What follows belongs to an exercise in optimizing a design on an open flow for small area, a short achievable clock period and few clock cycles per item; a production flow would make more cautious choices. Where RTL was checked, it was by simulation tests only, not by an equivalence proof against the original. No functional check of the RTL was part of runs 3 to 5. No activity file was given, so power comes from the tool's default toggle rates.

[flow/design.v]
`default_nettype none
package recm_pkg;
  localparam int IMAGE_SIDE   = 64;
  localparam int FRAME_PIXELS = IMAGE_SIDE * IMAGE_SIDE;
  localparam int LAG          = IMAGE_SIDE + 1;
  localparam int ADV_LAST     = FRAME_PIXELS + IMAGE_SIDE;
  localparam int PIX_W        = 8;
  localparam int CORNER_W     = 6;
  localparam int LEN_W        = 7;
  localparam int CFG_IDX_W    = 3;
  localparam int OQ_DEPTH     = 7;
  typedef logic [PIX_W-1:0] pix_t;
endpackage
`default_nettype wire
`default_nettype none
function automatic logic recm_gt(input logic [7:0] a, input logic [7:0] b);
  logic [7:0] g;
  logic [7:0] e;
  logic [3:0] g2;
  logic [3:0] e2;
  logic [1:0] g4;
  logic [1:0] e4;
  g = a & ~b;
  e = ~(a ^ b);
  for (int i = 0; i < 4; i++) begin
    g2[i] = g[2*i+1] | (e[2*i+1] & g[2*i]);
    e2[i] = e[2*i+1] & e[2*i];
  end
  for (int i = 0; i < 2; i++) begin
    g4[i] = g2[2*i+1] | (e2[2*i+1] & g2[2*i]);
    e4[i] = e2[2*i+1] & e2[2*i];
  end
  recm_gt = g4[1] | (e4[1] & g4[0]);
endfunction
module recm_pair (
  input  wire logic [7:0] a,
  input  wire logic [7:0] b,
  output logic [7:0]      lo,
  output logic [7:0]      hi
);
  always_comb begin
    if (recm_gt(a, b)) begin
      lo = b;
      hi = a;
    end else begin
      lo = a;
      hi = b;
    end
  end
endmodule
module recm_col3 (
  input  wire logic [7:0] plo,
  input  wire logic [7:0] phi,
  input  wire logic [7:0] m,
  output logic [7:0]      lo,
  output logic [7:0]      mid,
  output logic [7:0]      hi
);
  logic below;
  logic above;
  assign below = recm_gt(plo, m);
  assign above = recm_gt(m, phi);
  assign lo  = below ? m : plo;
  assign hi  = above ? m : phi;
  assign mid = below ? plo : (above ? phi : m);
endmodule
module recm_med3 (
  input  wire logic [7:0] a,
  input  wire logic [7:0] b,
  input  wire logic [7:0] c,
  output logic [7:0]      y
);
  logic ab;
  logic ac;
  logic bc;
  assign ab = recm_gt(a, b);
  assign ac = recm_gt(a, c);
  assign bc = recm_gt(b, c);
  always_comb begin
    if (ab == ac) begin
      y = (ab == bc) ? b : c;
    end else begin
      y = a;
    end
  end
endmodule
module recm_clamp (
  input  wire logic [7:0] x,
  input  wire logic [7:0] lo,
  input  wire logic [7:0] hi,
  output logic [7:0]      y
);
  assign y = recm_gt(lo, x) ? lo : (recm_gt(x, hi) ? hi : x);
endmodule
module recm_sort3 (
  input  wire logic [7:0] a,
  input  wire logic [7:0] b,
  input  wire logic [7:0] c,
  output logic [7:0]      lo,
  output logic [7:0]      mid,
  output logic [7:0]      hi
);
  logic ab;
  logic ac;
  logic bc;
  assign ab  = recm_gt(a, b);
  assign ac  = recm_gt(a, c);
  assign bc  = recm_gt(b, c);
  assign lo  = (!ab && !ac) ? a : (bc ? c : b);
  assign hi  = (ab && ac) ? a : (bc ? b : c);
  assign mid = (ab == ac) ? ((ab == bc) ? b : c) : a;
endmodule
`default_nettype wire
`default_nettype none
module rect_edge_conditional_median_unit (
  input  wire logic                              clk,
  input  wire logic                              rst,
  input  wire logic                              push,
  input  wire logic                              mode,
  input  wire logic [recm_pkg::PIX_W-1:0]        pixel_in,
  output logic                                   full,
  output logic                                   empty,
  input  wire logic                              pop,
  output logic [recm_pkg::PIX_W-1:0]             pixel_out,
  output logic                                   frame_last,
  input  wire logic                              cfg_write,
  input  wire logic [recm_pkg::CFG_IDX_W-1:0]    cfg_index,
  input  wire logic [recm_pkg::PIX_W-1:0]        cfg_data
);
  localparam int D = recm_pkg::OQ_DEPTH;
  logic [5:0] cfg_left;
  logic [5:0] cfg_top;
  logic [6:0] cfg_width;
  logic [6:0] cfg_height;
  logic [7:0] cfg_mean;
  always_ff @(posedge clk) begin
    if (rst) begin
      cfg_left   <= '0;
      cfg_top    <= '0;
      cfg_width  <= '0;
      cfg_height <= '0;
      cfg_mean   <= '0;
    end else if (cfg_write) begin
      case (cfg_index)
        3'd0: cfg_left   <= cfg_data[5:0];
        3'd1: cfg_top    <= cfg_data[5:0];
        3'd2: cfg_width  <= cfg_data[6:0];
        3'd3: cfg_height <= cfg_data[6:0];
        3'd4: cfg_mean   <= cfg_data;
        default: begin
        end
      endcase
    end
  end
  logic       full_r;
  logic       acc_r;
  logic       mode_r;
  logic [7:0] pix_r;
  always_ff @(posedge clk) begin
    acc_r  <= push && !full_r && !rst;
    mode_r <= mode;
    pix_r  <= pixel_in;
  end
  logic [11:0] cnt;
  logic        hres;
  logic        ffull;
  logic        adv;
  logic        rb;
  logic        q_last;
  assign adv    = acc_r && (mode_r == ffull);
  assign rb     = adv && hres;
  assign q_last = hres && (cnt == 12'hfff);
  always_ff @(posedge clk) begin
    if (rst) begin
      cnt   <= '0;
      hres  <= 1'b0;
      ffull <= 1'b0;
    end else if (adv) begin
      if (!hres && cnt == 12'(recm_pkg::LAG - 1)) begin
        cnt  <= '0;
        hres <= 1'b1;
      end else if (q_last) begin
        cnt   <= '0;
        hres  <= 1'b0;
        ffull <= 1'b0;
      end else begin
        cnt <= cnt + 12'd1;
        if (hres && cnt == 12'(recm_pkg::FRAME_PIXELS - recm_pkg::LAG - 1)) begin
          ffull <= 1'b1;
        end
      end
    end
  end
  logic [7:0] R [1:64];
  always_ff @(posedge clk) begin
    if (adv) begin
      R[1] <= pix_r;
      for (int k = 2; k <= 64; k++) begin
        R[k] <= R[k-1];
      end
    end
  end
  logic [7:0] F [0:62];
  logic [7:0] res;
  logic       p2_v, p3_v, p4_v, p5_v;
  always_ff @(posedge clk) begin
    if (p5_v) begin
      F[0] <= res;
      for (int j = 1; j <= 62; j++) begin
        F[j] <= F[j-1];
      end
    end
  end
  logic [2:0] kin;
  logic [2:0] kin_rb;
  logic [7:0] t2_r;
  assign kin_rb = kin + 3'(rb);
  always_ff @(posedge clk) begin
    if (rst) begin
      kin <= '0;
    end else begin
      kin <= kin_rb - 3'(p5_v);
    end
  end
  always_ff @(posedge clk) begin
    case (kin_rb)
      3'd0:    t2_r <= F[62];
      3'd1:    t2_r <= F[61];
      3'd2:    t2_r <= F[60];
      3'd3:    t2_r <= F[59];
      3'd4:    t2_r <= F[58];
      default: t2_r <= F[57];
    endcase
  end
  logic [7:0] sl_row;
  logic [7:0] sl_col;
  always_ff @(posedge clk) begin
    sl_row <= 8'(cfg_top) + 8'(cfg_height);
    sl_col <= 8'(cfg_left) + 8'(cfg_width);
  end
  function automatic logic on_edge(input logic [5:0] v, input logic [5:0] s,
                                   input logic [7:0] sl);
    logic [6:0] d;
    logic [8:0] e;
    d = 7'(v) - 7'(s);
    e = 9'(sl) - 9'(v);
    on_edge = (d == 7'd0) || (d == 7'd1) || (e == 9'd1) || (e == 9'd2);
  endfunction
  logic [7:0] pt0, pt1, pm;
  logic [7:0] c0_lo, c0_hi, a2, m2, h2;
  logic [7:0] p2_a0, p2_h0, p2_a1, p2_m1, p2_h1, p2_a2, p2_m2, p2_h2, p2_c;
  logic       p2_filt;
  logic       p2_last;
  recm_pair  u_col0 (.a(pt0), .b(R[2]), .lo(c0_lo), .hi(c0_hi));
  recm_sort3 u_col2 (.a(t2_r), .b(R[64]), .c(pix_r), .lo(a2), .mid(m2), .hi(h2));
  always_ff @(posedge clk) begin
    if (adv) begin
      pt1   <= t2_r;
      pt0   <= pt1;
      pm    <= R[64];
      p2_a2 <= a2;
      p2_m2 <= m2;
      p2_h2 <= h2;
      p2_a1 <= p2_a2;
      p2_m1 <= p2_m2;
      p2_h1 <= p2_h2;
    end
  end
  always_ff @(posedge clk) begin
    p2_a0   <= c0_lo;
    p2_h0   <= c0_hi;
    p2_c    <= pm;
    p2_filt <= (cnt[11:6] != 6'd0) && (cnt[11:6] != 6'd63) &&
               (cnt[5:0] != 6'd0) && (cnt[5:0] != 6'd63) &&
               (on_edge(cnt[11:6], cfg_top, sl_row) ||
                on_edge(cnt[5:0], cfg_left, sl_col)) &&
               recm_gt(pm, cfg_mean);
    p2_last <= q_last;
  end
  logic [7:0] s_lo, s_hi, mx_a, mn_h;
  logic [7:0] p3_a0, p3_h0, p3_A, p3_C, p3_s, p3_t;
  logic       p3_last;
  recm_pair u_pm (.a(p2_m1), .b(p2_m2), .lo(s_lo), .hi(s_hi));
  assign mx_a = recm_gt(p2_a1, p2_a2) ? p2_a1 : p2_a2;
  assign mn_h = recm_gt(p2_h2, p2_h1) ? p2_h1 : p2_h2;
  always_ff @(posedge clk) begin
    p3_a0   <= p2_filt ? p2_a0 : p2_c;
    p3_h0   <= p2_filt ? p2_h0 : p2_c;
    p3_A    <= p2_filt ? mx_a  : p2_c;
    p3_C    <= p2_filt ? mn_h  : p2_c;
    p3_s    <= p2_filt ? s_lo  : p2_c;
    p3_t    <= p2_filt ? s_hi  : p2_c;
    p3_last <= p2_last;
  end
  logic [7:0] x1, y1, x2, y2;
  logic [7:0] p4_A, p4_C, p4_x1, p4_y1, p4_x2, p4_y2;
  logic       p4_last;
  recm_clamp u_x1 (.x(p3_a0), .lo(p3_s), .hi(p3_t), .y(x1));
  recm_clamp u_y2 (.x(p3_h0), .lo(p3_s), .hi(p3_t), .y(y2));
  assign y1 = recm_gt(p3_C, p3_h0) ? p3_h0 : p3_C;
  assign x2 = recm_gt(p3_a0, p3_A) ? p3_a0 : p3_A;
  always_ff @(posedge clk) begin
    p4_A    <= p3_A;
    p4_C    <= p3_C;
    p4_x1   <= x1;
    p4_y1   <= y1;
    p4_x2   <= x2;
    p4_y2   <= y2;
    p4_last <= p3_last;
  end
  logic [7:0] a4, a5;
  logic [7:0] p5_lo, p5_hi;
  logic       p5_last;
  recm_med3 u_a4 (.a(p4_A), .b(p4_x1), .c(p4_y1), .y(a4));
  recm_med3 u_a5 (.a(p4_x2), .b(p4_y2), .c(p4_C), .y(a5));
  always_ff @(posedge clk) begin
    p5_lo   <= a4;
    p5_hi   <= a5;
    p5_last <= p4_last;
  end
  recm_clamp u_res (.x(F[0]), .lo(p5_lo), .hi(p5_hi), .y(res));
  always_ff @(posedge clk) begin
    if (rst) begin
      p2_v <= 1'b0;
      p3_v <= 1'b0;
      p4_v <= 1'b0;
      p5_v <= 1'b0;
    end else begin
      p2_v <= rb;
      p3_v <= p2_v;
      p4_v <= p3_v;
      p5_v <= p4_v;
    end
  end
  logic [3:0]  pend;
  logic        empty_r;
  logic [7:0]  out_pix;
  logic        out_last;
  logic        load;
  logic [7:0]  oldest;
  logic        mk_v;
  logic [3:0]  mk_idx;
  logic        mk_hit;
  assign load   = (pend != 4'd0) && (empty_r || pop);
  assign mk_hit = mk_v && (mk_idx == pend - 4'd1);
  always_comb begin
    case (pend)
      4'd1:    oldest = F[0];
      4'd2:    oldest = F[1];
      4'd3:    oldest = F[2];
      4'd4:    oldest = F[3];
      4'd5:    oldest = F[4];
      4'd6:    oldest = F[5];
      default: oldest = F[6];
    endcase
  end
  always_ff @(posedge clk) begin
    if (rst) begin
      pend    <= '0;
      empty_r <= 1'b1;
      mk_v    <= 1'b0;
      mk_idx  <= '0;
    end else begin
      pend    <= pend + 4'(p5_v) - 4'(load);
      empty_r <= !load && (empty_r || pop);
      if (p5_v) begin
        mk_idx <= p5_last ? 4'd0 : mk_idx + 4'd1;
      end
      if (p5_v && p5_last) begin
        mk_v <= 1'b1;
      end else if (load && mk_hit) begin
        mk_v <= 1'b0;
      end
    end
  end
  always_ff @(posedge clk) begin
    if (load) begin
      out_pix  <= oldest;
      out_last <= mk_hit;
    end
  end
  assign empty      = empty_r;
  assign pixel_out  = out_pix;
  assign frame_last = out_last;
  logic [D+3:0] ow;
  logic [D+3:0] ow_next;
  logic         take;
  logic         give;
  logic         nores;
  assign take  = push && !full_r;
  assign give  = pop && !empty_r;
  assign nores = acc_r && !rb;
  always_comb begin
    ow_next = ow;
    case ({take, give, nores})
      3'b100:                 ow_next = {ow[D+2:0], 1'b1};
      3'b000, 3'b110, 3'b101: ow_next = ow;
      3'b010, 3'b001, 3'b111: ow_next = {1'b0, ow[D+3:1]};
      default:                ow_next = {2'b00, ow[D+3:2]};
    endcase
  end
  always_ff @(posedge clk) begin
    if (rst) begin
      ow     <= {{(D+3){1'b0}}, 1'b1};
      full_r <= 1'b0;
    end else begin
      ow     <= ow_next;
      full_r <= ow_next[D+1];
    end
  end
  assign full = full_r;
endmodule
`default_nettype wire
[flow/constraint.sdc]
create_clock -name core_clock -period 4.5 [get_ports {clk}]
set_input_delay 0.9000 -clock core_clock [delete_from_list [all_inputs] [get_ports {clk}]]
set_output_delay 0.9000 -clock core_clock [all_outputs]
set_load 0.01 [all_outputs]
[flow/config.mk]
export PLATFORM = sky130hd
export DESIGN_NAME = rect_edge_conditional_median_unit
export DESIGN_NICKNAME = rect_edge_conditional_median_unit
export VERILOG_FILES = /design/flow/design.v
export SDC_FILE = /design/flow/constraint.sdc
export NUM_CORES = 4
export LEC_CHECK = 0
export CAP_MARGIN = 20
export CORE_MARGIN = 2
export CORE_UTILIZATION = 40
export CTS_BUF_LIST = sky130_fd_sc_hd__clkbuf_16
export CTS_CLUSTER_DIAMETER = 100
export CTS_CLUSTER_SIZE = 30
export SETUP_SLACK_MARGIN = 2.0
export SLEW_MARGIN = 20
export TNS_END_PERCENT = 20
[flow/run.sh]
#!/bin/bash
# synth_recipe.tcl (not shown) runs the flow's synth.tcl, then flattens the netlist and writes it again
# the make line also repeats each setting of config.mk as NAME=value (left out here)
make -C /OpenROAD-flow-scripts/flow DESIGN_CONFIG=/design/flow/config.mk WORK_HOME=/design/flow/orfs CLKGATE_MAP_FILE= SYNTH_SCRIPT=/design/flow/synth_recipe.tcl finish
==> notes.md, run 1 <==
* Crit path setup slack, layout: 1.79 ns
- Filler Cells Inserted: 10,400
- Counting the buffers created by CTS gives 52.
- STA classifies the critical path endpoint as a flop.
* Initial antenna violation count: 4
* Clk_skew: 0.0534 ns
- Peak clock frequency supported by timing: 0.369 GHz
* Required time of the critical path: 4.82 ns
- First-iteration detailed-routing DRC count: 1,772
- RSZ-0062 raised after global routing: true
* Tmin final: 2.71 ns
- After clock tree synthesis, the flow added hold-fix buffers numbering 0.
- Sink Count: 1,348
- Root cell of the clock tree: sky130_fd_sc_hd__clkbuf_16
- The worst register-to-register path has a setup slack of 1.79 ns.
- Count of H-tree levels built during CTS: 2
- At the pin with the least slew margin, the transition time is 0.991 ns.
* Cell-by-cell trace of the critical path: xnor2_1, nand2_1, clkinv_16, buf_12
- The number of global-route vias before repair was 21,900.
- The congestion estimate from routability-driven global placement came to 0.851.
- For this run, the leading register cell type out of synthesis is sky130_fd_sc_hd__edfxtp_1.
- TritonCTS clock tree: done
- The finished layout holds 4,510 standard cells, fillers aside.
- Non-Filler Cell Area, Final: 0.0524 mm^2
* Sum of negative setup slack: 0 ns
- Area used by multi-input combinational logic: 0.00946 mm^2
- DRC Markers: 0
- The first detailed-routing pass ran for 7 iterations.
* Number of instances in the placed design: 4,404
- Horizontal die dimension: 351 um
- Final HPWL from detailed placement: 49.7 mm
- The synthesized netlist contains 72 unique library cells.
- Worst Setup Slack post-DPL: 1.43 ns
- Routed vias/inst: 4.90
* Synthesis-stage register bit count: 1,348
* Synthesized netlist net count: 3,035
- Clock edge transition at the registers on the reported setup and hold paths: 0.11 ns
* Warnings from Yosys: 9
- In this run the tightest slew margin relative to its limit is 0.339.
- Power density of the placed cells: 408 mW/mm^2
- Ratio of cells with drive above 1 in the final layout: 0.0704
* Max Transition Viols Final: 0
- The worst hold path belongs to the class reg -> reg.
- Yosys mapped a number of flops with a built-in enable equal to 1,097.
* Number of cells produced by synthesis: 2,788
- Setup violations remaining at the end of the flow were counted as 0.
* Largest delay share family, worst path: buffers and inverters
- DR vias: 22,100
* Post-placement cell area: 0.0506 mm^2
- Of all nets on the critical path, the largest fanout is 167.
* Post-detailed-route wirelength per cell: 17.3 um
- In this run the deepest clock path goes through 3 buffers.
- From bottom edge to top edge, the die measures 351 um.
* Global-route wire length before repair: 124 mm
- Full die area: 0.123 mm^2
* Outcome: finished clean
- STA puts the critical path data arrival time at 3.03 ns.
* Period utilization: 0.602
* Total routed wirelength: 78.0 mm
- Crit start category: flop
* Path type of the worst setup path: reg -> reg
* Worst stage delay on the critical path: 0.50 ns
* Post-Syn Area per Cell: 17.3 um^2
* Proportion of synthesized flip-flops having asynchronous set or reset: 0
* Count of final hold-check violations: 0
- Post-route ant nets: 0
- Global routing finished with a remaining overflow of 0.
- Global Route Usage Sum: 0.126
- Bufs and invs on worst path: 2
* Leakage component of the power: 17.7 nW
- Layout-stage area growth over the synthesis result: 8.58%
* Top Ports: 36
* Master of the slowest instance on the critical path: sky130_fd_sc_hd__buf_12
- Of the synthesized area, sequential elements account for 0.787.
- The cell area that synthesis handed to floorplanning was 0.0483 mm^2.
* Register area: 0.0380 mm^2
- Maximum ir drop on the vdd rail: 309 uV
- Number of placement rows: 127
- Number of buffers inserted by port buffering: 35
- After floorplanning, the core was sized to cover 0.120 mm^2.
* Post-layout power: 0.0214 W
- Effective utilization at floorplan: 0.403
- Final #Nets: 3,100
- Skew-Pair Late Insertion Delay: 0.70 ns
- The tool flagged a number of max-cap violations equal to 0.
* Largest net degree at the start of global routing: 167
layout by cell type (no fill, tap or decap), types with 19 or more instances in the layout:
cell type	netlist	routed
sky130_fd_sc_hd__mux2i_1	105	105
sky130_fd_sc_hd__dfxtp_1	251	243
sky130_fd_sc_hd__nor2_1	148	147
sky130_fd_sc_hd__o21a_1	19	19
sky130_fd_sc_hd__clkbuf_16	0	53
sky130_fd_sc_hd__nand2_1	147	147
sky130_fd_sc_hd__clkdlybuf4s50_1	0	32
sky130_fd_sc_hd__ha_1	215	211
sky130_fd_sc_hd__nor3_1	27	26
sky130_fd_sc_hd__o221ai_1	19	19
sky130_fd_sc_hd__o21ai_0	66	66
sky130_fd_sc_hd__edfxtp_1	1097	1097
sky130_fd_sc_hd__mux2_2	67	67
sky130_fd_sc_hd__a21oi_1	122	122
sky130_fd_sc_hd__xnor2_1	31	31
sky130_fd_sc_hd__inv_1	177	211
through the flow:
| stage | util | hold slack (ns) |
|---|---|---|
| 2_1_floorplan | - | 0.310 |
| 3_3_place_gp | 0.423 | 0.327 |
| 3_5_place_dp | 0.423 | 0.316 |
| 4_1_cts | 0.437 | 0.344 |
| 5_1_grt | 0.437 | 0.348 |
| 6_report | 0.437 | 0.339 |
kinds of logic after synthesis:
kind of cell | share of synthesized area
adders and majority gates | 0.0586
xor gates and xnor gates | 0.00907
and+or+nand+nor | 0.0386
AOI/OAI and AO/OA | 0.0474
buffers and inverters | 0.0185
DFF | 0.787
muxes | 0.0411
flip-flops by register name, summed over array words and instances (netlist names), 10 cells and up:
signal	flops
cnt	12
ow	10
R	512
F	504
worst paths after layout:
path              endpoint    start  cells past startpoint
hold / removal     p3_last  p2_last                      0
setup reg to reg  R[47][1]    ffull                      4
hold reg to reg    p3_last  p2_last                      0
setup / recovery  R[47][1]    ffull                      4
worst register-to-register path: cells and delay by family (launching register included):
| family | cells | cell delay (ns) |
|---|---|---|
| flops | 1 | 0.36 |
| xor+xnor | 1 | 0.26 |
| buf+inv | 2 | 1.26 |
| simple gates | 1 | 0.37 |
synthesized netlist by cell type, types with 17 or more instances:
master                        n  area (um^2)
sky130_fd_sc_hd__a21oi_1    122          611
sky130_fd_sc_hd__mux2i_1    105         1050
sky130_fd_sc_hd__nor3_1      27          135
sky130_fd_sc_hd__ha_1       215         2690
sky130_fd_sc_hd__nand2_1    147          552
sky130_fd_sc_hd__o21a_1      19          143
sky130_fd_sc_hd__dfxtp_1    251         5020
sky130_fd_sc_hd__clkbuf_1    31          116
sky130_fd_sc_hd__nor2b_1     17          106
sky130_fd_sc_hd__mux2_2      67          754
sky130_fd_sc_hd__a211oi_1    17          128
sky130_fd_sc_hd__nor2_1     148          556
sky130_fd_sc_hd__edfxtp_1  1097        32900
sky130_fd_sc_hd__o221ai_1    19          166
sky130_fd_sc_hd__o21ai_0     66          330
sky130_fd_sc_hd__inv_1      177          664
sky130_fd_sc_hd__xnor2_1     31          272
power by group:
group,switching [W],total [W],internal [W]
registers,0.000191,0.0139,0.0137
logic,0.000916,0.00162,0.000709
clock network,0.00360,0.00583,0.00223
timing repair:
item                                    in CTS  in global routing
resized for setup                           17                  8
hold endpoints to repair                     0                  0
gates cloned                                 0                  1
pin swaps                                    3                  0
buffers inserted                             6                  0
endpoints found under the setup margin     296                541
routing by layer:
metal / wire length (um) / GRT usage / up-vias
met3: 3590 / 0.0216 / 106
met5: 9 / 0 / -
met2: 35100 / 0.190 / 368
met4: 1730 / 0.0353 / 2
li1: - / - / 10500
met1: 37500 / 0.188 / 11100
cell type report:
cell class,count,area share
diodes,1,0.0000478
clock buffers,52,0.0248
clock inverters,46,0.00552
inverters,180,0.0134
multi-input cells,1212,0.181
flip-flops and latches,1348,0.725
well taps,1612,0.0385
repair buffers,59,0.0123
Testbench counts, summed over its fixed seeds: cycles 33,316, items 32,768.
==> inputs of run 2 (changes only) <==
--- a/flow/config.mk
+++ b/flow/config.mk
@@ -13,4 +13,3 @@
 export CTS_CLUSTER_SIZE = 30
 export SETUP_SLACK_MARGIN = 2.0
 export SLEW_MARGIN = 20
-export TNS_END_PERCENT = 20
==> run 2 against run 1 <==
Critical path depth is 9 higher. Die area is the same. Non-clock buffer count increased by 25. Sequential cell count stayed put. First-iteration DRC count increased by 22%. Sequential power about the same. Critical path type unchanged. Largest power group unchanged.
==> notes.md, run 2 <==
- Period utilization: 0.535 (-0.0678)
* Max capacitance violation total: 0 (unchanged)
* Tmin final: 2.41 ns (-0.305 ns)
- The post-synthesis cell count was 2,788 (unchanged).
* Clk_skew: 0.0376 ns (-0.0158 ns)
- Routed vias/inst: 4.90 (about the same)
- CTS placed an instance of sky130_fd_sc_hd__clkbuf_16 at the clock tree root.
* Most frequently used cell type in the post-synthesis netlist: sky130_fd_sc_hd__edfxtp_1
- The peak supply drop was 325 uV (+5.0%).
- TritonCTS clock tree: done
- The netlist area before placement is 0.0483 mm^2 (unchanged).
- Worst Hold Path Cells: 0 (unchanged)
* Worst setup startpoint: pix_r[1]
* Top cell type's share of synthesized area: 0.683 (unchanged)
* Core Area: 0.120 mm^2 (unchanged)
* Worst Setup Slack post-DPL: 1.37 ns (-0.0640 ns)
- The share of the core filled with cells was 0.441 (+0.00336).
- The number of enable flip-flop cells after synthesis was 1,097 (unchanged).
- Final #Nets: 3,126 (+0.84%)
* Sequential-to-total area share from yosys stat: 0.787 (unchanged)
* First-iteration detailed-routing DRC count: 2,169 (+22%)
- The number of cells in the finished layout apart from fillers is 4,536 (+0.58%).
* Count of final hold-check violations: 0 (unchanged)
- The total routed wirelength was 79.2 mm (+1.6%).
- Synthesis-stage register bit count: 1,348 (unchanged)
* Number of instances in the placed design: 4,404 (unchanged)
- The row count is 127 (unchanged).
- The actual slew at the worst max-slew pin was 0.893 ns (-0.0980 ns).
* Initial antenna violation count: 1 (-3)
- In the final layout, the registers with the most flip-flops are R x512, F x504, cnt x12.
- Compared with the post-synthesis result, the final layout area differs by 9.41%.
- Final RePlAce weighted congestion: 0.863 (+1.3%)
* Clock edge transition at the registers on the reported setup and hold paths: 0.12 ns (about the same)
- Worst relative slew slack: 0.404 (+0.0653)
- Count of cells along the worst register-to-register path: 13 (+9)
* Effective utilization at floorplan: 0.403 (unchanged)
- Number of flip-flops in the largest register: 512 (unchanged)
- Post-detailed-route wirelength per cell: 17.5 um (+1.0%)
* Largest net degree at the start of global routing: 165 (-1.2%)
- The data required time at the worst endpoint was 4.96 ns (+0.14 ns).
- Outcome: finished clean
- The arrival time at the worst endpoint is 2.86 ns (-0.17 ns).
- The count of port buffers added during placement came to 35 (unchanged).
- The maximum buffer depth of the clock tree was 3 (unchanged).
- The worst-case setup margin in the final layout came to 2.09 ns (+0.305 ns).
- The number of setup violations in the final report is 0 (unchanged).
* Most area-hungry cell type in the Yosys netlist: sky130_fd_sc_hd__edfxtp_1
* Leakage component of the power: 17.9 nW (+1.1%)
- Crit. End Element: flop
- The total power divided by cell area is 409 mW/mm^2 (+0.27%).
* Most frequent cells after synthesis: sky130_fd_sc_hd__edfxtp_1, sky130_fd_sc_hd__dfxtp_1, sky130_fd_sc_hd__ha_1
- The total routing resource utilization after global routing is 0.127 (+0.000355).
* DRT Pass-1 Iters: 6 (-1)
* Warnings from Yosys: 9 (unchanged)
- Number of antenna repair diodes: 0 (-1)
- Via count of the first global-routing pass: 21,700 (-1.0%)
- Post-synth top flop: sky130_fd_sc_hd__edfxtp_1
* Total clock buffers created by CTS: 53 (+1.9%)
* Peak clock frequency supported by timing: 0.416 GHz (+13%)
- The top-level I/O count came to 36 (unchanged).
- Hold_buf cts: 0 (unchanged)
* Max Transition Viols Final: 0 (unchanged)
- Worst reg2reg path endpoint: p2_m2[4]
* Startpoint of the worst-slack reg-to-reg timing path: pix_r[1]
* Path type of the worst setup path: reg -> reg
- The layout cell share with drive strength beyond 1 was 0.0862 (+0.0158).
- Class of the tightest hold or removal check: reg -> reg
* Sink Count: 1,348 (unchanged)
- Post-route ant nets: 0 (unchanged)
- The path with the worst hold slack has its endpoint at p4_last.
* Final HPWL from detailed placement: 49.4 mm (-0.52%)
- Synthesized netlist net count: 3,035 (unchanged)
- Horizontal die dimension: 351 um (unchanged)
- The highest fanout seen on the critical path is 8 (-95%).
* Most common cell after layout, fill and taps aside: sky130_fd_sc_hd__edfxtp_1
- The minimum setup slack among reg-to-reg paths is 2.09 ns (+0.31 ns).
* Hold path startpoint: p3_last
- In the layout the commonest cells are sky130_fd_sc_hd__edfxtp_1, sky130_fd_sc_hd__dfxtp_1, sky130_fd_sc_hd__inv_1, sky130_fd_sc_hd__ha_1, sky130_fd_sc_hd__nor2_1.
* Overall overflow remaining after global route: 0 (unchanged)
- The wire length of the first global-routing pass came to 124 mm (+0.20%).
- After synthesis, the cell types taking the most area are sky130_fd_sc_hd__edfxtp_1, sky130_fd_sc_hd__dfxtp_1, sky130_fd_sc_hd__ha_1.
* DRC Markers: 0 (unchanged)
- Skew-Pair Late Insertion Delay: 0.69 ns (about the same)
- Count of H-tree levels built during CTS: 2 (unchanged)
- Full die area: 0.123 mm^2 (unchanged)
- The mean cell area of the mapped netlist came to 17.3 um^2 (unchanged).
* Number of different library cells in the post-synthesis netlist: 72 (unchanged)
- Post-layout power: 0.0216 W (+1.0%)
- RSZ-0062 raised after global routing: false
- Crit start category: flop
- The die height came to 351 um (unchanged).
- DR vias: 22,200 (+0.58%)
* Register ranked first by flip-flop count: R
- The async set-or-reset flop fraction in the synthesized netlist was 0 (unchanged).
run 2: worst max path at each step:
stage               cells past startpoint        to
floorplan                               4   pend[1]
global placement                       10   pend[3]
detailed placement                      7     ow[4]
CTS                                     9  p5_hi[0]
global route                            9  p5_hi[0]
finish                                 13  p2_m2[4]
run 2: layout make-up:
type	instances	area, um^2
flip-flops and latches	1348	38000
inverters	180	706
clock inverters	45	304
clock buffers	55	1380
multi-input cells	1212	9580
fillers	10400	67000
repair buffers	84	830
well taps	1612	2020
run 2: kinds of logic after synthesis:
group / count (synthesis) / share of synthesized area
xor gates and xnor gates: 41 / 0.00907
and+or+nand+nor: 415 / 0.0386
DFF: 1348 / 0.787
adders and majority gates: 222 / 0.0586
AOI/OAI and AO/OA: 352 / 0.0474
muxes: 182 / 0.0411
buffers and inverters: 228 / 0.0185
run 2: what timing repair did:
action | 4_1_cts | 5_1_grt
pin swaps | 1 | 10
setup buffers | 3 | 29
resized for setup | 26 | 42
setup endpoints to repair | 70 | 297
run 2: power breakdown:
group	leakage, nW	switching (W)	total (W)	internal, W
registers	11.6	0.000194	0.0139	0.0137
logic	5.33	0.000938	0.00168	0.000745
clock network	0.941	0.00366	0.00599	0.00232
run 2: worst max-delay path: stages (launching register included):
cell,delay [ns]
sky130_fd_sc_hd__dfxtp_4,0.40
sky130_fd_sc_hd__inv_2,0.06
sky130_fd_sc_hd__ha_1,0.29
sky130_fd_sc_hd__nand2_1,0.07
sky130_fd_sc_hd__o21bai_1,0.07
sky130_fd_sc_hd__a21o_1,0.20
sky130_fd_sc_hd__a21o_1,0.18
sky130_fd_sc_hd__a21oi_2,0.12
sky130_fd_sc_hd__nor2b_1,0.06
sky130_fd_sc_hd__o21a_1,0.20
sky130_fd_sc_hd__ha_4,0.24
sky130_fd_sc_hd__buf_12,0.13
sky130_fd_sc_hd__nand2_1,0.06
sky130_fd_sc_hd__o21ai_1,0.08
run 2: metrics by stage:
step | hold WS (ns) | instance area (um^2) | TNS, ns
after global routing | 0.344 | 52800 | 0
after detailed placement | 0.320 | 50600 | 0
after global placement | 0.321 | 50600 | 0
final | 0.343 | 52800 | 0
after CTS | 0.342 | 52400 | 0
after floorplan | 0.310 | 48300 | -1.83
run 2: layer usage:
layer | routed length [um] | GRT usage | share of wire
met1 | 39200 | 0.195 | 0.50
met2 | 35300 | 0.190 | 0.45
met3 | 3130 | 0.0179 | 0.040
met4 | 1500 | 0.0292 | 0.019
met5 | 0 | 0 | 0
==> inputs of run 3 (changes only) <==
--- a/flow/design.v
+++ b/flow/design.v
@@ -382,30 +382,29 @@
   assign empty      = empty_r;
   assign pixel_out  = out_pix;
   assign frame_last = out_last;
-  logic [D+3:0] ow;
-  logic [D+3:0] ow_next;
-  logic         take;
-  logic         give;
-  logic         nores;
+  logic [D:0] ow;
+  logic [D:0] ow_next;
+  logic       take;
+  logic       give;
+  logic       nores;
   assign take  = push && !full_r;
   assign give  = pop && !empty_r;
   assign nores = acc_r && !rb;
   always_comb begin
-    ow_next = ow;
     case ({take, give, nores})
-      3'b100:                 ow_next = {ow[D+2:0], 1'b1};
+      3'b100:                 ow_next = {ow[D-1:0], 1'b1};
       3'b000, 3'b110, 3'b101: ow_next = ow;
-      3'b010, 3'b001, 3'b111: ow_next = {1'b0, ow[D+3:1]};
-      default:                ow_next = {2'b00, ow[D+3:2]};
+      3'b010, 3'b001, 3'b111: ow_next = {1'b0, ow[D:1]};
+      default:                ow_next = {2'b00, ow[D:2]};
     endcase
   end
   always_ff @(posedge clk) begin
     if (rst) begin
-      ow     <= {{(D+3){1'b0}}, 1'b1};
+      ow     <= '0;
       full_r <= 1'b0;
     end else begin
       ow     <= ow_next;
-      full_r <= ow_next[D+1];
+      full_r <= ow_next[D];
     end
   end
   assign full = full_r;
==> run 3 against run 2 <==
Utilization about the same. Critical endpoint is now p2_m2[1]. Via count decreased by 1.5%. Worst setup slack lost 0.045 ns. Count of clock-buffer cells in the layout is 3 lower. Largest cell class unchanged.
==> notes.md, run 3 <==
- The run finished with no timing, DRC or antenna violations.
* Master of the slowest instance on the critical path: sky130_fd_sc_hd__edfxtp_1
- The achievable frequency is 0.408 GHz (-1.8%).
* Number of flip-flops in the largest register: 512 (unchanged)
- Worst stage delay on the critical path: 0.52 ns (+0.12 ns)
- The sequential share of the synthesized area is 0.788 (+0.00117).
- The static leakage came to 17.9 nW (+0.23%).
* Overall overflow remaining after global route: 0 (unchanged)
- Warnings from Yosys: 9 (unchanged)
* Cell internal pwr: 0.0167 W (-0.84%)
- Worst Path Max Fanout: 8 (unchanged)
- Count of final hold-check violations: 0 (unchanged)
- Final #Nets: 3,108 (-0.58%)
- The clock latency on the worst-skew pair is 0.70 ns (about the same).
* Number of cells produced by synthesis: 2,769 (-0.68%)
- Sink Count: 1,345 (-0.22%)
- The mean cell area of the mapped netlist is 17.4 um^2 (+0.38%).
* Post-Route Hold Slack: 0.346 ns (+0.00318 ns)
- The min-delay analysis places its worst path in the category reg -> reg.
- The detailed-routing iteration count for the pre-antenna-repair pass is 7 (+1).
* Post-synth top flop: sky130_fd_sc_hd__edfxtp_1
* Global-route wire length before repair: 123 mm (-0.56%)
- The remaining routing DRC violations was 0 (unchanged).
* Worst Max-Slew Pin Slew: 0.920 ns (+0.0270 ns)
* Core Area: 0.120 mm^2 (-0.13%)
* Clk_skew: 0.0476 ns (+0.0100 ns)
- The final-report max-slew violation count is 0 (unchanged).
- The number of global-route vias before repair came to 21,800 (+0.34%).
- The number of enable flip-flop cells after synthesis is 1,097 (unchanged).
* Net switching power: 0.00473 W (-1.4%)
- Most frequently used cell type in the post-synthesis netlist: sky130_fd_sc_hd__edfxtp_1
* Worst endpoint data arrival time: 2.89 ns (+0.03 ns)
- Height of the die: 351 um (-0.15%)
- The weighted congestion reported at the end of routability-driven placement was 0.832 (-3.5%).
- The remaining antenna violation count after routing was 0 (unchanged).
- The tightest slew margin relative to the limit was 0.383 (-0.0213).
* Largest delay share family, worst path: compound AO/OA/AOI/OAI gates
* Tmin final: 2.45 ns (+0.0451 ns)
- The buffer and inverter count on the worst path is 3 (+1).
* DR vias: 21,900 (-1.5%)
* Global Route Usage Sum: 0.126 (-0.000603)
- Power density of the placed cells: 406 mW/mm^2 (-0.82%)
- The top-level I/O count came to 36 (unchanged).
- TritonCTS built the clock tree.
- Leading cell types by total area after synthesis: sky130_fd_sc_hd__edfxtp_1, sky130_fd_sc_hd__dfxtp_1, sky130_fd_sc_hd__ha_1
* Period utilization: 0.545 (+0.0100)
- The worst setup path is captured at a flop.
- Total clock buffers created by CTS: 52 (-1.9%)
* Post-detailed-route wirelength per cell: 17.3 um (-0.94%)
- Layout-stage area growth over the synthesis result: 9.59%
- Register share of total power: 0.649 (+0.004)
- Register ranked first by flip-flop count: R
* Number of placement rows: 127 (unchanged)
* Root cell of the clock tree: sky130_fd_sc_hd__clkbuf_16
- Routed vias/inst: 4.85 (-1.0%)
- The combinational cell fraction of total power is 0.077 (about the same).
- The library cell used most frequently in the layout, excluding fill and tap cells, is sky130_fd_sc_hd__edfxtp_1.
- Synthesized netlist net count: 3,016 (-0.63%)
- Synthesis-stage register bit count: 1,345 (-0.22%)
* Final HPWL from detailed placement: 49.9 mm (+0.93%)
- The async set-or-reset flop fraction in the synthesized netlist is 0 (unchanged).
- Max capacitance violation total: 0 (unchanged)
- The die area came to 0.123 mm^2 (-0.30%).
* Number of buffers inserted by port buffering: 35 (unchanged)
- By count the netlist is led by sky130_fd_sc_hd__edfxtp_1, sky130_fd_sc_hd__dfxtp_1, sky130_fd_sc_hd__ha_1.
* Total routed wirelength: 78.1 mm (-1.4%)
- Filler Cells Inserted: 10,200 (-1.6%)
* Ratio of cells with drive above 1 in the final layout: 0.0971 (+0.0109)
- Leading cell types in the layout, fill and taps excluded: sky130_fd_sc_hd__edfxtp_1, sky130_fd_sc_hd__dfxtp_1, sky130_fd_sc_hd__inv_1, sky130_fd_sc_hd__ha_1, sky130_fd_sc_hd__nor2_1
- Clock edge transition at the registers on the reported setup and hold paths: 0.11 ns (about the same)
- RSZ-0062 raised after global routing: true
- Most area-hungry cell type in the Yosys netlist: sky130_fd_sc_hd__edfxtp_1
- The maximum buffer depth of the clock tree is 3 (unchanged).
- The pin count of the biggest net entering global routing is 130 (-21%).
- The final sum of negative setup slack was 0 ns (unchanged).
- Count of H-tree levels built during CTS: 2 (unchanged)
- In the final layout, the registers with the most flip-flops are R x512, F x504, cnt x12.
- Crit start category: flop
* Top cell type's share of synthesized area: 0.685 (+0.00209)
* Initial antenna violation count: 0 (-1)
- The initial core utilization came to 0.402 (-0.000699).
- Switching part of the total: 0.221 (-0.000990)
- The count of unique library cells instantiated by Yosys was 72 (unchanged).
- The area taken by flip-flops and latches came to 0.0379 mm^2 (-0.12%).
- Number of antenna repair diodes: 0 (unchanged)
- Maximum ir drop on the vdd rail: 298 uV (-8.3%)
* Path type of the worst setup path: reg -> reg
* Internal reg-to-reg setup slack: 2.05 ns (-0.05 ns)
- Walking the worst path, the cells encountered are buf_6, inv_1, ha_1, a21oi_1, nor2_1, a211oi_2, o21ai_4, xor2_4, buf_12, mux2i_1, o21ai_1.
* Cell area after technology mapping: 0.0481 mm^2 (-0.31%)
- The share of total power in the clock network was 0.274 (-0.003).
- The data required time at the worst endpoint came to 4.94 ns (-0.02 ns).
- Setup violation total in the final timing report: 0 (unchanged)
- The floorplan die width is 351 um (-0.15%).
- The multi-input combinational cell area came to 0.00960 mm^2 (+0.22%).
- The detailed router's first-iteration violation count is 1,893 (-13%).
[run 3: cell types whose count changed in the layout (fill, tap and decap cells not counted), moves of 4 or more]
cell	delta
sky130_fd_sc_hd__o221ai_1	-4
sky130_fd_sc_hd__nor3_1	-8
sky130_fd_sc_hd__buf_12	+5
sky130_fd_sc_hd__a21oi_1	+4
sky130_fd_sc_hd__o41a_2	+4
sky130_fd_sc_hd__inv_8	+5
sky130_fd_sc_hd__a211oi_1	-8
sky130_fd_sc_hd__and3_1	+5
sky130_fd_sc_hd__dfxtp_1	-9
sky130_fd_sc_hd__xor2_1	+4
sky130_fd_sc_hd__nand2_1	-11
sky130_fd_sc_hd__ha_1	-4
[run 3: cell type report]
type                       instances  share of cell area
clock buffer                      52              0.0247
tap                             1612              0.0383
inverter                         178              0.0127
timing repair buffer              86              0.0169
multi-input combinational       1198               0.182
clock inverter                    46             0.00577
sequential                      1345               0.720
[run 3: per-layer routing]
layer  vias up  part of all wire  global-route usage
met5         -                 0                   0
met4         0             0.019              0.0318
met3       104             0.035              0.0171
met2       321              0.46               0.197
met1     11000              0.49               0.186
li1      10500                 -                   -
[run 3: through the flow]
stage          std cells  cell area, um^2  utilization  power [W]  setup slack, ns
5_1_grt             4517            52700        0.441     0.0223             1.94
6_report            4517            52700        0.441     0.0214             2.05
3_3_place_gp        4390            50600        0.423     0.0157             1.36
3_5_place_dp        4390            50600        0.423     0.0157             1.27
2_1_floorplan       2769            48200            -     0.0152           -0.428
4_1_cts             4495            52300        0.437     0.0216             1.90
[run 3: timing repair]
item                       4_1_cts  5_1_grt
setup endpoints to repair       77      110
cloned                           0        1
setup buffers                    7       21
hold buffers                     0        0
pin swaps                        3       12
resized for setup               44       49
[run 3: path summary, 6_finish.rpt]
path         depth (start not counted)  endpoint      from
min                                  0   p3_last   p2_last
max reg2reg                         11  p2_m2[1]  R[64][5]
max                                 11  p2_m2[1]  R[64][5]
min reg2reg                          0   p3_last   p2_last
[run 3: kinds of logic (layout without fill, tap and decap cells)]
family | after synthesis | count (layout) | synth area share
simple gates | 408 | 408 | 0.0387
mux | 183 | 183 | 0.0415
xor+xnor | 45 | 45 | 0.00967
buf+inv | 226 | 362 | 0.0184
flops | 1345 | 1345 | 0.788
compound gates | 340 | 340 | 0.0451
fa+ha+maj | 222 | 222 | 0.0588
[run 3: worst register-to-register path: stages, from the launching register on]
cell and delay [ns]:
sky130_fd_sc_hd__edfxtp_1 0.52, sky130_fd_sc_hd__buf_6 0.18, sky130_fd_sc_hd__inv_1 0.09, sky130_fd_sc_hd__ha_1 0.26, sky130_fd_sc_hd__a21oi_1 0.15, sky130_fd_sc_hd__nor2_1 0.06
sky130_fd_sc_hd__a211oi_2 0.21, sky130_fd_sc_hd__o21ai_4 0.13, sky130_fd_sc_hd__xor2_4 0.17, sky130_fd_sc_hd__buf_12 0.15, sky130_fd_sc_hd__mux2i_1 0.21, sky130_fd_sc_hd__o21ai_1 0.09
[run 3: power by group through the flow]
stage          Clock, W  Combinational (W)  Sequential, W
5_1_grt         0.00652            0.00183         0.0139
4_1_cts         0.00613            0.00158         0.0139
3_5_place_dp          0            0.00155         0.0142
6_report        0.00586            0.00166         0.0139
3_3_place_gp          0            0.00150         0.0142
2_1_floorplan         0            0.00106         0.0141
==> inputs of run 4 (changes only) <==
--- a/flow/design.v
+++ b/flow/design.v
@@ -13,56 +13,54 @@
 endpackage
 `default_nettype wire
 `default_nettype none
-function automatic logic recm_gt(input logic [7:0] a, input logic [7:0] b);
-  logic [7:0] g;
-  logic [7:0] e;
+module recm_gt2 (
+  input  wire logic [1:0] a,
+  input  wire logic [1:0] b,
+  output logic            g,
+  output logic            e
+);
+  assign g = (a[1] & ~b[1]) | (~(a[1] ^ b[1]) & a[0] & ~b[0]);
+  assign e = ~(a[1] ^ b[1]) & ~(a[0] ^ b[0]);
+endmodule
+module recm_gtc (
+  input  wire logic gh,
+  input  wire logic eh,
+  input  wire logic gl,
+  input  wire logic el,
+  output logic      g,
+  output logic      e
+);
+  assign g = gh | (eh & gl);
+  assign e = eh & el;
+endmodule
+module recm_gt8 (
+  input  wire logic [7:0] a,
+  input  wire logic [7:0] b,
+  output logic            gt
+);
   logic [3:0] g2;
   logic [3:0] e2;
   logic [1:0] g4;
   logic [1:0] e4;
-  g = a & ~b;
-  e = ~(a ^ b);
-  for (int i = 0; i < 4; i++) begin
-    g2[i] = g[2*i+1] | (e[2*i+1] & g[2*i]);
-    e2[i] = e[2*i+1] & e[2*i];
-  end
-  for (int i = 0; i < 2; i++) begin
-    g4[i] = g2[2*i+1] | (e2[2*i+1] & g2[2*i]);
-    e4[i] = e2[2*i+1] & e2[2*i];
-  end
-  recm_gt = g4[1] | (e4[1] & g4[0]);
-endfunction
+  logic       e8;
+  recm_gt2 u_b0 (.a(a[1:0]), .b(b[1:0]), .g(g2[0]), .e(e2[0]));
+  recm_gt2 u_b1 (.a(a[3:2]), .b(b[3:2]), .g(g2[1]), .e(e2[1]));
+  recm_gt2 u_b2 (.a(a[5:4]), .b(b[5:4]), .g(g2[2]), .e(e2[2]));
+  recm_gt2 u_b3 (.a(a[7:6]), .b(b[7:6]), .g(g2[3]), .e(e2[3]));
+  recm_gtc u_n0 (.gh(g2[1]), .eh(e2[1]), .gl(g2[0]), .el(e2[0]), .g(g4[0]), .e(e4[0]));
+  recm_gtc u_n1 (.gh(g2[3]), .eh(e2[3]), .gl(g2[2]), .el(e2[2]), .g(g4[1]), .e(e4[1]));
+  recm_gtc u_n2 (.gh(g4[1]), .eh(e4[1]), .gl(g4[0]), .el(e4[0]), .g(gt), .e(e8));
+endmodule
 module recm_pair (
   input  wire logic [7:0] a,
   input  wire logic [7:0] b,
   output logic [7:0]      lo,
   output logic [7:0]      hi
 );
-  always_comb begin
-    if (recm_gt(a, b)) begin
-      lo = b;
-      hi = a;
-    end else begin
-      lo = a;
-      hi = b;
-    end
-  end
-endmodule
-module recm_col3 (
-  input  wire logic [7:0] plo,
-  input  wire logic [7:0] phi,
-  input  wire logic [7:0] m,
-  output logic [7:0]      lo,
-  output logic [7:0]      mid,
-  output logic [7:0]      hi
-);
-  logic below;
-  logic above;
-  assign below = recm_gt(plo, m);
-  assign above = recm_gt(m, phi);
-  assign lo  = below ? m : plo;
-  assign hi  = above ? m : phi;
-  assign mid = below ? plo : (above ? phi : m);
+  logic swap;
+  recm_gt8 u_c (.a(a), .b(b), .gt(swap));
+  assign lo = swap ? b : a;
+  assign hi = swap ? a : b;
 endmodule
 module recm_med3 (
   input  wire logic [7:0] a,
@@ -73,9 +71,9 @@
   logic ab;
   logic ac;
   logic bc;
-  assign ab = recm_gt(a, b);
-  assign ac = recm_gt(a, c);
-  assign bc = recm_gt(b, c);
+  recm_gt8 u_ab (.a(a), .b(b), .gt(ab));
+  recm_gt8 u_ac (.a(a), .b(c), .gt(ac));
+  recm_gt8 u_bc (.a(b), .b(c), .gt(bc));
   always_comb begin
     if (ab == ac) begin
       y = (ab == bc) ? b : c;
@@ -90,7 +88,11 @@
   input  wire logic [7:0] hi,
   output logic [7:0]      y
 );
-  assign y = recm_gt(lo, x) ? lo : (recm_gt(x, hi) ? hi : x);
+  logic below;
+  logic above;
+  recm_gt8 u_lo (.a(lo), .b(x), .gt(below));
+  recm_gt8 u_hi (.a(x), .b(hi), .gt(above));
+  assign y = below ? lo : (above ? hi : x);
 endmodule
 module recm_sort3 (
   input  wire logic [7:0] a,
@@ -103,13 +105,31 @@
   logic ab;
   logic ac;
   logic bc;
-  assign ab  = recm_gt(a, b);
-  assign ac  = recm_gt(a, c);
-  assign bc  = recm_gt(b, c);
+  recm_gt8 u_ab (.a(a), .b(b), .gt(ab));
+  recm_gt8 u_ac (.a(a), .b(c), .gt(ac));
+  recm_gt8 u_bc (.a(b), .b(c), .gt(bc));
   assign lo  = (!ab && !ac) ? a : (bc ? c : b);
   assign hi  = (ab && ac) ? a : (bc ? b : c);
   assign mid = (ab == ac) ? ((ab == bc) ? b : c) : a;
 endmodule
+module recm_max (
+  input  wire logic [7:0] a,
+  input  wire logic [7:0] b,
+  output logic [7:0]      y
+);
+  logic agt;
+  recm_gt8 u_c (.a(a), .b(b), .gt(agt));
+  assign y = agt ? a : b;
+endmodule
+module recm_min (
+  input  wire logic [7:0] a,
+  input  wire logic [7:0] b,
+  output logic [7:0]      y
+);
+  logic agt;
+  recm_gt8 u_c (.a(a), .b(b), .gt(agt));
+  assign y = agt ? b : a;
+endmodule
 `default_nettype wire
 `default_nettype none
 module rect_edge_conditional_median_unit (
@@ -251,6 +271,8 @@
   logic [7:0] p2_a0, p2_h0, p2_a1, p2_m1, p2_h1, p2_a2, p2_m2, p2_h2, p2_c;
   logic       p2_filt;
   logic       p2_last;
+  logic bright;
+  recm_gt8   u_bright (.a(pm), .b(cfg_mean), .gt(bright));
   recm_pair  u_col0 (.a(pt0), .b(R[2]), .lo(c0_lo), .hi(c0_hi));
   recm_sort3 u_col2 (.a(t2_r), .b(R[64]), .c(pix_r), .lo(a2), .mid(m2), .hi(h2));
   always_ff @(posedge clk) begin
@@ -274,15 +296,15 @@
                (cnt[5:0] != 6'd0) && (cnt[5:0] != 6'd63) &&
                (on_edge(cnt[11:6], cfg_top, sl_row) ||
                 on_edge(cnt[5:0], cfg_left, sl_col)) &&
-               recm_gt(pm, cfg_mean);
+               bright;
     p2_last <= q_last;
   end
   logic [7:0] s_lo, s_hi, mx_a, mn_h;
   logic [7:0] p3_a0, p3_h0, p3_A, p3_C, p3_s, p3_t;
   logic       p3_last;
   recm_pair u_pm (.a(p2_m1), .b(p2_m2), .lo(s_lo), .hi(s_hi));
-  assign mx_a = recm_gt(p2_a1, p2_a2) ? p2_a1 : p2_a2;
-  assign mn_h = recm_gt(p2_h2, p2_h1) ? p2_h1 : p2_h2;
+  recm_max u_mx_a (.a(p2_a1), .b(p2_a2), .y(mx_a));
+  recm_min u_mn_h (.a(p2_h1), .b(p2_h2), .y(mn_h));
   always_ff @(posedge clk) begin
     p3_a0   <= p2_filt ? p2_a0 : p2_c;
     p3_h0   <= p2_filt ? p2_h0 : p2_c;
@@ -297,8 +319,8 @@
   logic       p4_last;
   recm_clamp u_x1 (.x(p3_a0), .lo(p3_s), .hi(p3_t), .y(x1));
   recm_clamp u_y2 (.x(p3_h0), .lo(p3_s), .hi(p3_t), .y(y2));
-  assign y1 = recm_gt(p3_C, p3_h0) ? p3_h0 : p3_C;
-  assign x2 = recm_gt(p3_a0, p3_A) ? p3_a0 : p3_A;
+  recm_min u_y1 (.a(p3_h0), .b(p3_C), .y(y1));
+  recm_max u_x2 (.a(p3_a0), .b(p3_A), .y(x2));
   always_ff @(posedge clk) begin
     p4_A    <= p3_A;
     p4_C    <= p3_C;
@@ -382,29 +404,30 @@
   assign empty      = empty_r;
   assign pixel_out  = out_pix;
   assign frame_last = out_last;
-  logic [D:0] ow;
-  logic [D:0] ow_next;
-  logic       take;
-  logic       give;
-  logic       nores;
+  logic [D+3:0] ow;
+  logic [D+3:0] ow_next;
+  logic         take;
+  logic         give;
+  logic         nores;
   assign take  = push && !full_r;
   assign give  = pop && !empty_r;
   assign nores = acc_r && !rb;
   always_comb begin
+    ow_next = ow;
     case ({take, give, nores})
-      3'b100:                 ow_next = {ow[D-1:0], 1'b1};
+      3'b100:                 ow_next = {ow[D+2:0], 1'b1};
       3'b000, 3'b110, 3'b101: ow_next = ow;
-      3'b010, 3'b001, 3'b111: ow_next = {1'b0, ow[D:1]};
-      default:                ow_next = {2'b00, ow[D:2]};
+      3'b010, 3'b001, 3'b111: ow_next = {1'b0, ow[D+3:1]};
+      default:                ow_next = {2'b00, ow[D+3:2]};
     endcase
   end
   always_ff @(posedge clk) begin
     if (rst) begin
-      ow     <= '0;
+      ow     <= {{(D+3){1'b0}}, 1'b1};
       full_r <= 1'b0;
     end else begin
       ow     <= ow_next;
-      full_r <= ow_next[D];
+      full_r <= ow_next[D+1];
     end
   end
   assign full = full_r;
--- a/flow/config.mk
+++ b/flow/config.mk
@@ -13,3 +13,5 @@
 export CTS_CLUSTER_SIZE = 30
 export SETUP_SLACK_MARGIN = 2.0
 export SLEW_MARGIN = 20
+export SYNTH_HIERARCHICAL = 1
+export SYNTH_MINIMUM_KEEP_SIZE = 0
==> run 4 against run 3 <==
Still clean. Clock skew fell by 0.0095 ns. Maximum frequency rose by 3.2%. Global-route usage down 0.58 points. Via count up 3.7%. Critical path depth decreased by 7. Critical path type unchanged. Largest cell class unchanged. Largest power group unchanged.
==> notes.md, run 4 <==
- Count of final hold-check violations: 0 (unchanged)
* Worst stage delay on the critical path: 0.77 ns (+0.25 ns)
- Bufs and invs on worst path: 2 (-1)
- The achievable frequency was 0.421 GHz (+3.2%).
* Global-route wire length before repair: 122 mm (-0.87%)
* Power density of the placed cells: 411 mW/mm^2 (+1.2%)
* Initial antenna violation count: 4 (+4)
* Worst Max-Slew Pin Slew: 1.04 ns (+0.117 ns)
* Cell area after technology mapping: 0.0498 mm^2 (+3.5%)
- The area taken by flip-flops and latches came to 0.0380 mm^2 (+0.11%).
* Master of the slowest instance on the critical path: sky130_fd_sc_hd__nor2_4
- The detailed router's first-iteration violation count came to 1,960 (+3.5%).
* TritonCTS clock tree: done
- The die area was 0.127 mm^2 (+3.5%).
* Largest delay share family, worst path: simple AND/OR/NAND/NOR gates
* Count of H-tree levels built during CTS: 2 (unchanged)
- Leaving out fill and tap cells, the most frequent cell in the layout is sky130_fd_sc_hd__edfxtp_1.
- The pin count of the biggest net entering global routing came to 146 (+12%).
- The top-level I/O count was 36 (unchanged).
- Ratio of cells with drive above 1 in the final layout: 0.107 (+0.0101)
- Post-detailed-route wirelength per cell: 16.2 um (-6.1%)
- Effective utilization at floorplan: 0.403 (+0.000669)
- By startpoint and endpoint, the worst setup path is classified as reg -> reg.
- The total routing resource utilization after global routing came to 0.120 (-0.00582).
* Outcome: finished clean
* Max capacitance violation total: 0 (unchanged)
- Clock edge transition at the registers on the reported setup and hold paths: 0.11 ns (about the same)
- Post-Syn Area per Cell: 16.6 um^2 (-4.4%)
- Routed vias/inst: 4.79 (-1.2%)
- In this design, the critical path's most frequently occurring cell is sky130_fd_sc_hd__buf_12.
* Leading cell types in the layout, fill and taps excluded: sky130_fd_sc_hd__edfxtp_1, sky130_fd_sc_hd__inv_1, sky130_fd_sc_hd__dfxtp_1, sky130_fd_sc_hd__nand2_1, sky130_fd_sc_hd__ha_1
- The number of antenna repair diodes was 0 (unchanged).
- Core Area: 0.124 mm^2 (+3.3%)
- Post-route ant nets: 0 (unchanged)
* Clock tree buffer depth: 3 (unchanged)
- The final-report max-slew violation count came to 0 (unchanged).
- The placed cell count came to 4,628 (+5.4%).
- Filler Cells Inserted: 11,000 (+7.0%)
- The shortest period the worst path allows came to 2.37 ns (-0.0766 ns).
* Setup violation total in the final timing report: 0 (unchanged)
- The weighted congestion reported at the end of routability-driven placement was 0.784 (-5.9%).
* Crit. End Element: flop
- Cell-by-cell trace of the critical path: xor2_4, nor2_4, buf_12, buf_12
- Number of flip-flops in the largest register: 512 (unchanged)
* Final HPWL from detailed placement: 48.2 mm (-3.3%)
* Number of placement rows: 129 (+1.6%)
- The peak supply drop is 322 uV (+8.2%).
- The total routed wirelength is 77.1 mm (-1.4%).
- Number of buffers inserted by port buffering: 35 (unchanged)
- The number of cells in the finished layout apart from fillers was 4,745 (+5.0%).
* Period utilization: 0.528 (-0.0170)
- The data required time at the worst endpoint is 4.87 ns (-0.07 ns).
* Number of cells produced by synthesis: 2,998 (+8.3%)
* Leakage component of the power: 18.7 nW (+4.2%)
* Synthesized netlist net count: 3,179 (+5.4%)
* Worst Path Max Fanout: 73 (+65)
- The root buffer cell chosen for the clock tree is sky130_fd_sc_hd__clkbuf_16.
- Clk_skew: 0.0381 ns (-0.00955 ns)
- Horizontal die dimension: 357 um (+1.7%)
- The count of clock tree sinks came to 1,348 (+0.22%).
* Crit start category: flop
* Hold_buf cts: 0 (unchanged)
- The count of nets after finishing was 3,243 (+4.3%).
- The final global-route overflow total is 0 (unchanged).
- Class of the tightest hold or removal check: reg -> reg
- Register ranked first by flip-flop count: R
- Post-Route Hold Slack: 0.339 ns (-0.00676 ns)
- The clock buffer count from CTS was 54 (+3.8%).
- RSZ-0062 raised after global routing: true
- Warnings from Yosys: 12 (+3)
* Worst endpoint data arrival time: 2.74 ns (-0.15 ns)
* Skew-Pair Late Insertion Delay: 0.70 ns (about the same)
* DRC Markers: 0 (unchanged)
- Registers with the most flip-flops: R x512, F x504, cnt x12
- The detailed-routing iteration count for the pre-antenna-repair pass is 5 (-2).
- Relative to the synthesized area, the layout overhead comes to 8.44%.
- The multi-input combinational cell area came to 0.0106 mm^2 (+10%).
- The tightest slew margin relative to the limit came to 0.309 (-0.0744).
* Via count of the first global-routing pass: 21,600 (-0.75%)
* DR vias: 22,700 (+3.7%)
- The die height came to 357 um (+1.7%).
## run 4: cell type report
| cell class | instances | area share |
|---|---|---|
| clock buffer | 56 | 0.0260 |
| clock inverter | 46 | 0.00646 |
| inverter | 237 | 0.0165 |
| multi-input combinational | 1342 | 0.195 |
| sequential | 1348 | 0.704 |
| tap | 1637 | 0.0379 |
| timing repair buffer | 79 | 0.0142 |
## run 4: path summary, 6_finish.rpt
check,from,endpoint,slack (ns),cells after the start
worst max-delay path,ffull,R[38][6],2.13,4
worst max register to register,ffull,R[38][6],2.13,4
worst min register to register,p3_last,p4_last,0.34,0
worst min-delay path,p3_last,p4_last,0.34,0
## run 4: worst register-to-register path: stages (launching register included)
cell                      delay, ns
sky130_fd_sc_hd__dfxtp_2       0.36
sky130_fd_sc_hd__xor2_4        0.22
sky130_fd_sc_hd__nor2_4        0.77
sky130_fd_sc_hd__buf_12        0.30
sky130_fd_sc_hd__buf_12        0.35
## run 4: metrics by stage
| step | power (W) | cell area, um^2 | setup TNS [ns] | utilization | setup slack, ns |
|---|---|---|---|---|---|
| final | 0.0222 | 54000 | 0 | 0.437 | 2.13 |
| after detailed placement | 0.0163 | 52000 | 0 | 0.421 | 1.56 |
| after CTS | 0.0225 | 53900 | 0 | 0.436 | 2.00 |
| after global placement | 0.0163 | 52000 | 0 | 0.421 | 1.60 |
| after floorplan | 0.0158 | 49800 | -1.39 | - | -0.477 |
| after global routing | 0.0231 | 54000 | 0 | 0.437 | 1.97 |
## run 4: timing repair
| action | in CTS | in global routing |
|---|---|---|
| gates resized for setup | 27 | 23 |
| endpoints found under the hold margin | 0 | 0 |
| endpoints found under the setup margin | 64 | 164 |
| pin swaps | 2 | 1 |
| setup buffers | 5 | 10 |
## run 4: power by group
group / leakage, nW / switching, W / internal [W]
logic: 6.17 / 0.00106 / 0.000864
registers: 11.5 / 0.000255 / 0.0138
clock network: 0.972 / 0.00374 / 0.00243
total: 18.7 / 0.00505 / 0.0171
## run 4: layer usage
metal	wire length, um	share of wire	up-vias	GRT usage
li1	-	-	11100	-
met1	39700	0.52	11300	0.186
met2	33700	0.44	224	0.178
met3	1960	0.025	88	0.0161
met4	1660	0.021	0	0.0307
met5	0	0	-	0
==> inputs of run 5 (changes only) <==
--- a/flow/config.mk
+++ b/flow/config.mk
@@ -13,5 +13,3 @@
 export CTS_CLUSTER_SIZE = 30
 export SETUP_SLACK_MARGIN = 2.0
 export SLEW_MARGIN = 20
-export SYNTH_HIERARCHICAL = 1
-export SYNTH_MINIMUM_KEEP_SIZE = 0
==> run 5 against run 4 <==
Still clean on timing, DRC and antenna. Design area is 2.7% lower. Utilization is 0.78 points higher. Register-to-register slack got worse by 0.12 ns. Count of clock-buffer cells in the layout is 3 lower. Worst setup slack worse by 0.12 ns. Final cell count shrank 6.9%. Clock power is 3.6% lower. Worst hold slack got worse by 0.0017 ns. Global-route usage is 0.54 points higher. Wire length rose by 0.48%. Sequential power is essentially flat. Power down 3.2%. Critical path type unchanged. Largest cell class unchanged. Largest power group unchanged. Highest routed layer unchanged.
==> notes.md, run 5 <==
- The net count after synthesis was 2,920 (-8.1%).
- The number of antenna violations at the first check in global routing is 1 (-3).
- Counting flops per register, the top entry is R.
- Count of cells along the worst register-to-register path: 8 (+4)
- Top Ports: 36 (unchanged)
- Effective utilization at floorplan: 0.404 (+0.00123)
- The count of port buffers added during placement was 35 (unchanged).
* Number of antenna repair diodes: 0 (unchanged)
- The H-tree depth came to 2 (unchanged).
* Worst Max-Slew Pin Slew: 0.982 ns (-0.0549 ns)
- The largest registers in the layout are R x512, F x504, cnt x12.
- Crit start category: flop
- Height of the die: 350 um (-2.0%)
* Filler Cells Inserted: 10,100 (-7.8%)
- Clk_skew: 0.0564 ns (+0.0183 ns)
- Net switching power: 0.00475 W (-6.0%)
- Number of flip-flops in the largest register: 512 (unchanged)
- The pin count of the biggest net entering global routing was 191 (+31%).
* Hold path startpoint: p2_last
- The share of the core filled with cells is 0.445 (+0.00780).
* Min-Delay Endpoint: p3_last
- The number of setup violations in the final report came to 0 (unchanged).
- Worst Hold Path Cells: 0 (unchanged)
* Post-Syn Area per Cell: 17.4 um^2 (+5.0%)
- Sink Count: 1,348 (unchanged)
* Skew-Pair Late Insertion Delay: 0.70 ns (about the same)
* Outcome: finished clean
* Worst endpoint data arrival time: 3.08 ns (+0.34 ns)
- The count of nets after finishing was 3,016 (-7.0%).
- The max capacitance violation total came to 0 (unchanged).
* Number of instances in the placed design: 4,281 (-7.5%)
- First-iteration detailed-routing DRC count: 1,800 (-8.2%)
- Total routed wirelength: 77.4 mm (+0.48%)
- The sequential share of power was 0.649 (+0.014).
- The net switching fraction of the power was 0.221 (-0.00669).
* Startpoint of the worst-slack reg-to-reg timing path: p4_A[5]
- Core Area: 0.118 mm^2 (-4.4%)
- Leaving out fill and tap cells, the most frequent cell in the layout is sky130_fd_sc_hd__edfxtp_1.
* Cell area after technology mapping: 0.0478 mm^2 (-4.1%)
- Cell internal pwr: 0.0167 W (-2.3%)
- Root cell of the clock tree: sky130_fd_sc_hd__clkbuf_16
* Full die area: 0.122 mm^2 (-4.0%)
* Total clock buffers created by CTS: 53 (-1.9%)
- Post-route ant nets: 0 (unchanged)
* Leakage component of the power: 17.6 nW (-5.8%)
- The remaining routing DRC violations came to 0 (unchanged).
- The number of global-route vias before repair came to 21,800 (+0.63%).
- The critical path is of the reg -> reg type.
- Maximum ir drop on the vdd rail: 302 uV (-6.1%)
- The total vias in the final route is 22,000 (-3.3%).
* Tmin final: 2.50 ns (+0.121 ns)
- Required time of the critical path: 5.09 ns (+0.22 ns)
- The wire length of the first global-routing pass came to 123 mm (+0.67%).
- Leading cell types in the layout, fill and taps excluded: sky130_fd_sc_hd__edfxtp_1, sky130_fd_sc_hd__dfxtp_1, sky130_fd_sc_hd__inv_1, sky130_fd_sc_hd__ha_1, sky130_fd_sc_hd__nor2_1
- The number of cells in the finished layout apart from fillers came to 4,417 (-6.9%).
- The path class of the tightest hold or removal check is reg -> reg.
- The final count of hold timing violations came to 0 (unchanged).
* RSZ-0062 raised after global routing: true
- Layout-stage area growth over the synthesis result: 10.0%
- The Yosys warning count is 6 (-6).
- The floorplan die width is 350 um (-2.0%).
- The maximum buffer depth of the clock tree is 3 (unchanged).
- The detailed-routing iteration count for the pre-antenna-repair pass was 8 (+3).
* Ratio of cells with drive above 1 in the final layout: 0.0958 (-0.0113)
- The endpoint identified for the worst register-to-register timing path is p5_lo[2].
- The combinational cell fraction of total power came to 0.074 (-0.013).
- Final RePlAce weighted congestion: 0.829 (+5.8%)
- Final HPWL from detailed placement: 48.4 mm (+0.45%)
- The total routing resource utilization after global routing was 0.126 (+0.00544).
* Overall overflow remaining after global route: 0 (unchanged)
- Crit. End Element: flop
[run 5: cell types whose count changed in the layout (fill, tap and decap cells not counted), moves of 28 or more]
cell and change:
sky130_fd_sc_hd__xnor2_1 -45, sky130_fd_sc_hd__a21oi_1 +38, sky130_fd_sc_hd__inv_1 -63, sky130_fd_sc_hd__mux2i_1 +39, sky130_fd_sc_hd__a21o_1 -55, sky130_fd_sc_hd__nand3b_1 -28, sky130_fd_sc_hd__mux2_4 -52, sky130_fd_sc_hd__nor2_1 +40
sky130_fd_sc_hd__a31o_2 -82, sky130_fd_sc_hd__mux2_2 +29, sky130_fd_sc_hd__and2_1 -89, sky130_fd_sc_hd__nand2_1 -82, sky130_fd_sc_hd__o21ai_0 +33
[run 5: area by class of cell]
type | instances | area, um^2 | area share
sequential | 1348 | 38000 | 0.723
multi-input combinational | 1171 | 9470 | 0.180
tap | 1536 | 1920 | 0.0366
clock buffer | 53 | 1330 | 0.0252
timing repair buffer | 83 | 805 | 0.0153
inverter | 179 | 698 | 0.0133
clock inverter | 47 | 342 | 0.00650
[run 5: per-stage QoR]
stage / setup slack [ns] / setup TNS, ns / instance area, um^2 / hold slack, ns / power [W]
finish: 2.00 / 0 / 52600 / 0.338 / 0.0215
global route: 1.90 / 0 / 52600 / 0.351 / 0.0224
CTS: 1.95 / 0 / 52200 / 0.345 / 0.0217
detailed placement: 0.645 / 0 / 50100 / 0.319 / 0.0157
global placement: 0.659 / 0 / 50100 / 0.320 / 0.0156
floorplan: -0.432 / -4.00 / 47800 / 0.310 / 0.0152
[run 5: kinds of logic after synthesis]
group           Yosys count
compound gates          368
fa+ha+maj               168
xor+xnor                 66
simple gates            407
mux                     161
flops                  1348
buf+inv                 222
[run 5: repair_timing]
| action | 4_1_cts | 5_1_grt |
|---|---|---|
| buffers inserted | 24 | 11 |
| hold buffers | 0 | 0 |
| hold endpoints to repair | 0 | 0 |
| gates cloned | 0 | 1 |
| endpoints found under the setup margin | 118 | 326 |
| gates resized for setup | 62 | 55 |
| pin swaps | 14 | 18 |
[run 5: critical path: stages (launching register included)]
cell and delay [ns]:
sky130_fd_sc_hd__dfxtp_1 0.45, sky130_fd_sc_hd__ha_4 0.24, sky130_fd_sc_hd__a31o_2 0.21, sky130_fd_sc_hd__maj3_2 0.34, sky130_fd_sc_hd__a221oi_4 0.36, sky130_fd_sc_hd__or2_4 0.20
sky130_fd_sc_hd__mux2i_4 0.07, sky130_fd_sc_hd__buf_12 0.16, sky130_fd_sc_hd__a221oi_4 0.34
[run 5: how the worst max path moves through the flow]
stage / endpoint / slack, ns
2_1_floorplan: pend[1] / -0.43
3_3_place_gp: pend[3] / 0.66
3_5_place_dp: pend[3] / 0.64
4_1_cts: p5_hi[4] / 1.95
5_1_grt: pm[6] / 1.90
6_report: p5_lo[2] / 2.00
[run 5: routing by layer]
metal / routed length [um] / GRT usage / up-vias
met2: 35600 / 0.197 / 361
met5: 0 / 0 / -
li1: - / - / 10400
met3: 2870 / 0.0180 / 95
met1: 37300 / 0.184 / 11100
met4: 1670 / 0.0323 / 0
[run 5: power by group through the flow]
stage / registers (W) / logic (W) / clock network, W
2_1_floorplan: 0.0142 / 0.00101 / 0
3_3_place_gp: 0.0142 / 0.00141 / 0
3_5_place_dp: 0.0142 / 0.00144 / 0
4_1_cts: 0.0139 / 0.00152 / 0.00625
5_1_grt: 0.0140 / 0.00175 / 0.00663
6_report: 0.0139 / 0.00159 / 0.00595

Check on run 5: ideal ports give 2.004 ns setup slack; a clkbuf_16 on the clock port and buf_2 on the inputs give 2.004 ns; moving port delays by the midpoint clock arrival (0.746 ns) as well gives 1.376 ns.
